Background: an optimization exercise with open tools, aiming at small area, a short achievable clock period and few clock cycles. Do not read the settings as production practice.
In this exercise RTL edits were held to simulation tests only and were not proved equivalent to the original.
No activity file was given, so power comes from the tool's default toggle rates.

== oak ==
==> flow/design.v <==
package ahb_pkg;
    typedef logic [1:0] trans_t;
    localparam trans_t HTRANS_IDLE   = 2'b00;
    localparam trans_t HTRANS_BUSY   = 2'b01;    
    localparam trans_t HTRANS_NONSEQ = 2'b10;    
    localparam trans_t HTRANS_SEQ    = 2'b11;
    typedef logic [2:0] burst_t;
    localparam burst_t HBURST_SINGLE = 3'b000;
    localparam burst_t HBURST_INCR   = 3'b001;   
    localparam burst_t HBURST_INCR4  = 3'b011;
    localparam burst_t HBURST_INCR8  = 3'b101;
    localparam burst_t HBURST_INCR16 = 3'b111;
    localparam int WORD_STEP = 4;
endpackage
package master_pkg;
    localparam int ADDR_W = 32;
    localparam int DATA_W = 32;
    localparam int LEN_W = 4;    
    typedef logic [ADDR_W-1:0] addr_t;
    typedef logic [DATA_W-1:0] data_t;
    typedef logic [LEN_W-1:0]  len_t;
endpackage
`timescale 1ns/1ps
module beat_fifo
(
    input  logic   i_clk,
    input  logic   i_reset_n,
    input  logic   i_load,
    input  logic   i_keep,
    input  master_pkg::data_t  i_data,
    input  logic   i_pop,
    output master_pkg::data_t  o_data,
    output logic   o_held
);
    master_pkg::data_t word_q;
    logic held_q;
    assign o_data = word_q;
    assign o_held = held_q;
    always_ff @(posedge i_clk) begin
        if (i_load) begin
            word_q <= i_data;
        end
    end
    always_ff @(posedge i_clk or negedge i_reset_n) begin
        if (!i_reset_n) begin
            held_q <= 1'b0;
        end else begin
            held_q <= i_keep || (held_q && !i_pop);
        end
    end
endmodule
`timescale 1ns/1ps
module ahb_txn_ctrl
(
    input  logic   i_clk,
    input  logic   i_reset_n,
    input  logic   i_req_valid,
    input  logic   i_req_read,
    input  master_pkg::addr_t  i_req_addr,
    input  master_pkg::len_t   i_req_len,
    output logic   o_req_ready,
    input  logic   i_wr_ok,                
    input  logic   i_rd_ok,                
    output logic   o_dp_wr,                
    output logic   o_dp_rd,                
    input  logic   i_hready,
    output logic   o_hsel,
    output master_pkg::addr_t  o_haddr,
    output ahb_pkg::trans_t o_htrans,
    output ahb_pkg::burst_t o_hburst,
    output logic   o_hwrite
);
    logic          ld_q, st_q, dpv_q, dpw_q, hwrite_q, shown_q;
    logic [2:0]    hburst_q;
    logic [3:0]    rem_q;
    logic [29:0]   haddr_q;
    logic can, active, samp, last, done, take;
    assign can    = shown_q || (hwrite_q ? i_wr_ok : i_rd_ok);
    assign active = ld_q && can;
    assign samp   = i_hready && active;
    assign last   = (rem_q == 4'd0);
    assign done   = samp && last;
    assign o_req_ready = !ld_q || done;
    assign take   = i_req_valid && o_req_ready;
    always_ff @(posedge i_clk or negedge i_reset_n) begin
        if (!i_reset_n) begin
            ld_q    <= 1'b0;
            st_q    <= 1'b0;
            dpv_q   <= 1'b0;
            dpw_q   <= 1'b0;
            shown_q <= 1'b0;
        end else begin
            ld_q    <= take || (ld_q && !done);
            st_q    <= !take && !done && (samp || st_q);
            shown_q <= active && !i_hready;
            if (i_hready) begin
                dpv_q <= samp;
                dpw_q <= hwrite_q;
            end
        end
    end
    always_ff @(posedge i_clk) begin
        if (take) begin
            haddr_q  <= i_req_addr[31:2];
            rem_q    <= i_req_len;
            hwrite_q <= !i_req_read;
            case (i_req_len)
                4'd0:    hburst_q <= ahb_pkg::HBURST_SINGLE;
                4'd3:    hburst_q <= ahb_pkg::HBURST_INCR4;
                4'd7:    hburst_q <= ahb_pkg::HBURST_INCR8;
                4'd15:   hburst_q <= ahb_pkg::HBURST_INCR16;
                default: hburst_q <= ahb_pkg::HBURST_INCR;
            endcase
        end else if (samp) begin
            haddr_q[7:0] <= haddr_q[7:0] + 8'd1;    
            rem_q        <= rem_q - 4'd1;
        end
    end
    assign o_dp_wr  = dpv_q && dpw_q;
    assign o_dp_rd  = dpv_q && !dpw_q;
    assign o_htrans = {active, st_q};
    assign o_hsel   = ld_q;
    assign o_haddr  = {haddr_q, 2'b00};
    assign o_hburst = hburst_q;
    assign o_hwrite = hwrite_q;
endmodule
`timescale 1ns/1ps
module ahb_master
(
    input  logic   i_clk,
    input  logic   i_reset_n,
    input  logic   i_req_valid,
    input  logic   i_req_read,
    input  master_pkg::addr_t  i_req_addr,
    input  master_pkg::len_t   i_req_len,
    output logic   o_req_ready,
    input  logic   i_wdata_valid,
    input  master_pkg::data_t  i_wdata,
    output logic   o_wdata_ready,
    output logic   o_rdata_valid,
    output master_pkg::data_t  o_rdata,
    input  logic   i_rdata_ready,
    output logic   o_hsel,
    output master_pkg::addr_t  o_haddr,
    output ahb_pkg::trans_t o_htrans,
    output ahb_pkg::burst_t o_hburst,
    output logic   o_hwrite,
    output master_pkg::data_t  o_hwdata,
    input  master_pkg::data_t  i_hrdata,
    input  logic   i_hready
);
    logic dp_wr, dp_rd;
    logic wr_held, wr_pop, wr_push;
    logic rd_held, rd_in, rd_take;
    logic wr_ok, rd_ok;
    master_pkg::data_t rd_word;
    assign wr_pop        = i_hready && dp_wr;
    assign o_wdata_ready = !wr_held || wr_pop;
    assign wr_push       = i_wdata_valid && o_wdata_ready;
    assign wr_ok         = wr_push || (wr_held && !dp_wr);
    assign rd_in         = i_hready && dp_rd;
    assign o_rdata_valid = rd_held || rd_in;
    assign o_rdata       = rd_held ? rd_word : i_hrdata;
    assign rd_take       = o_rdata_valid && i_rdata_ready;
    assign rd_ok         = (!rd_held && !dp_rd) || rd_take;
    beat_fifo u_wr_buf (
        .i_clk(i_clk), .i_reset_n(i_reset_n),
        .i_load(o_wdata_ready), .i_keep(wr_push), .i_data(i_wdata), .i_pop(wr_pop),
        .o_data(o_hwdata), .o_held(wr_held)
    );
    beat_fifo u_rd_buf (
        .i_clk(i_clk), .i_reset_n(i_reset_n),
        .i_load(!rd_held), .i_keep(rd_in && !i_rdata_ready), .i_data(i_hrdata), .i_pop(i_rdata_ready),
        .o_data(rd_word), .o_held(rd_held)
    );
    ahb_txn_ctrl u_ctrl (
        .i_clk(i_clk), .i_reset_n(i_reset_n),
        .i_req_valid(i_req_valid), .i_req_read(i_req_read),
        .i_req_addr(i_req_addr), .i_req_len(i_req_len), .o_req_ready(o_req_ready),
        .i_wr_ok(wr_ok), .i_rd_ok(rd_ok),
        .o_dp_wr(dp_wr), .o_dp_rd(dp_rd),
        .i_hready(i_hready),
        .o_hsel(o_hsel), .o_haddr(o_haddr), .o_htrans(o_htrans),
        .o_hburst(o_hburst), .o_hwrite(o_hwrite)
    );
endmodule
Settings: LEC_CHECK=0, ABC_AREA=0, CAP_MARGIN=20, CORE_MARGIN=2, CORE_UTILIZATION=40, SETUP_SLACK_MARGIN=1.8, SLEW_MARGIN=20; clock period 4.5 ns.
standard.sh (not shown) runs the stock make flow with config.mk's settings and CLKGATE_MAP_FILE= SYNTH_SCRIPT=/design/flow/synth_recipe.tcl, a recipe that flattens the netlist after the stock synthesis.
==> flow/flow/run.sh <==
#!/bin/bash
# Standard layout; ports buffered with the smallest buffer, sizing free to change footprints
bash standard.sh BUFFER_PORTS_ARGS="-buffer_cell sky130_fd_sc_hd__buf_1" MATCH_CELL_FOOTPRINT=0 finish > standard.log 2>&1
oak was carried through to the last stage, and its layout satisfied the timing, DRC and antenna checks.
Testbench counts of oak, summed over its fixed seeds: cycles 15,561.
Inputs modified between oak and pine:
--- a/flow/config.mk
+++ b/flow/config.mk
@@ -7,6 +7,6 @@
 export LEC_CHECK = 0
-export ABC_AREA = 0
+export ABC_AREA = 1
 export CAP_MARGIN = 20
 export CORE_MARGIN = 2
-export CORE_UTILIZATION = 40
+export CORE_UTILIZATION = 65
 export SETUP_SLACK_MARGIN = 1.8
Compared with oak, pine shows a higher post-layout worst setup margin. pine vs. oak: fraction of met3 tracks used by global routing +4.4 points, total power of the final layout -4.0%, post-layout utilization of the core +31 points, wire length +about 16%. Sort oak and pine by post-placement setup slack asc -> top: oak.
Changes in birch relative to pine:
--- a/flow/config.mk
+++ b/flow/config.mk
@@ -10,4 +10,4 @@
 export CORE_MARGIN = 2
-export CORE_UTILIZATION = 65
-export SETUP_SLACK_MARGIN = 1.8
+export CORE_UTILIZATION = 40
+export SETUP_SLACK_MARGIN = 1.85
 export SLEW_MARGIN = 20
Findings:
Going from pine to birch, the via count was found to have gone down by 164. Biggest fanout along the worst timing path: birch higher than pine. Pin count of the biggest net entering global routing came out exactly the same in birch and pine. Run comparison: birch launching element of the worst setup path i_hready; pine launching element of the worst setup path u_ctrl.rem_q[0]$_DFFE_PP_.
Input changes introduced in maple (baseline for comparison: birch):
--- a/flow/config.mk
+++ b/flow/config.mk
@@ -7,3 +7,4 @@
 export LEC_CHECK = 0
-export ABC_AREA = 1
+export ABC_AREA = 0
+export ABC_CLOCK_PERIOD_IN_PS = 1500
 export CAP_MARGIN = 20
@@ -11,3 +12,3 @@
 export CORE_UTILIZATION = 40
-export SETUP_SLACK_MARGIN = 1.85
+export SETUP_SLACK_MARGIN = 1.8
 export SLEW_MARGIN = 20
- maple went all the way through the flow, and no timing, DRC or antenna check failed.
- From birch to maple the numbers moved as follows: worst setup timing slack at the placement stage dropped 230 ps, mux cell area share after synthesis climbed 14 points, gate count of the mapped netlist dropped 31%.
- sky130_fd_sc_hd__and2_4 as the critical path's slowest cell was reported by birch, and sky130_fd_sc_hd__a221o_1 by maple.
Input changes introduced in cedar (baseline for comparison: maple):
--- a/flow/config.mk
+++ b/flow/config.mk
@@ -7,4 +7,3 @@
 export LEC_CHECK = 0
-export ABC_AREA = 0
-export ABC_CLOCK_PERIOD_IN_PS = 1500
+export ABC_AREA = 1
 export CAP_MARGIN = 20
@@ -12,3 +11,4 @@
 export CORE_UTILIZATION = 40
-export SETUP_SLACK_MARGIN = 1.8
+export SETUP_SLACK_MARGIN = 2.0
 export SLEW_MARGIN = 20
+export TNS_END_PERCENT = 5
--- outcome ---
maple → cedar: wire length of the first global-routing pass climbed about 12%; total wirelength of the detailed-routed design moved up. Compared with maple, cedar instantiates a larger number of standard cells. Leakage power total in cedar vs maple: up 14%. Largest family of logic cells by synthesized area = simple AND/OR/NAND/NOR gates: cedar; largest family of logic cells by synthesized area = multiplexers: maple. cedar: share of total power in the clock network 2.5 points above maple. Relative to maple, worst hold slack decreased by 18 ps in cedar. maple ended up with o_htrans[1] as its capturing instance or port of the critical path; cedar ended up with o_req_ready. The higher area fraction of clock buffers and clock inverters of maple and cedar is in cedar. Diff maple -> cedar | cell count after synthesis | increase of 104. Pin slew with the least headroom to its limit is lower on cedar.

separate check: timing with driven ports:
No port has a modelled driver above. Below, the same layouts with a new extraction and two added sets of constraints. Step 1 (the two cells are an assumption about what drives the block):
set clk [get_ports {i_clk}]
set_driving_cell -lib_cell sky130_fd_sc_hd__clkbuf_16 $clk
set_driving_cell -lib_cell sky130_fd_sc_hd__buf_2 [delete_from_list [all_inputs] $clk]
Step 2, shift: input delay + t, output delay - t, t = (earliest + latest rising clock arrival at the registers) / 2. This alone moves slack from input paths to output paths. Slacks: no drivers / after step 1 / after step 2; pairs: no drivers / after step 1.
run | t (ns) | slack for setup (ns) | worst setup path at the end | latest minus earliest clock arrival (ns)
oak | 0.391 | 1.578 / 1.520 / 1.281 | input to register | 0.019 / 0.019
pine | 0.392 | 1.837 / 1.806 / 1.663 | input to register | 0.009 / 0.009
birch | 0.386 | 1.932 / 1.880 / 1.677 | input to register | 0.016 / 0.016
maple | 0.391 | 1.578 / 1.520 / 1.281 | input to register | 0.019 / 0.019
cedar | 0.395 | 1.946 / 1.870 / 1.640 | input to register | 0.021 / 0.020
After both steps setup and hold are still met in every run listed. The setup slack of cedar, which loses most, moves by -0.076 ns with the drivers and by -0.306 ns with both steps.
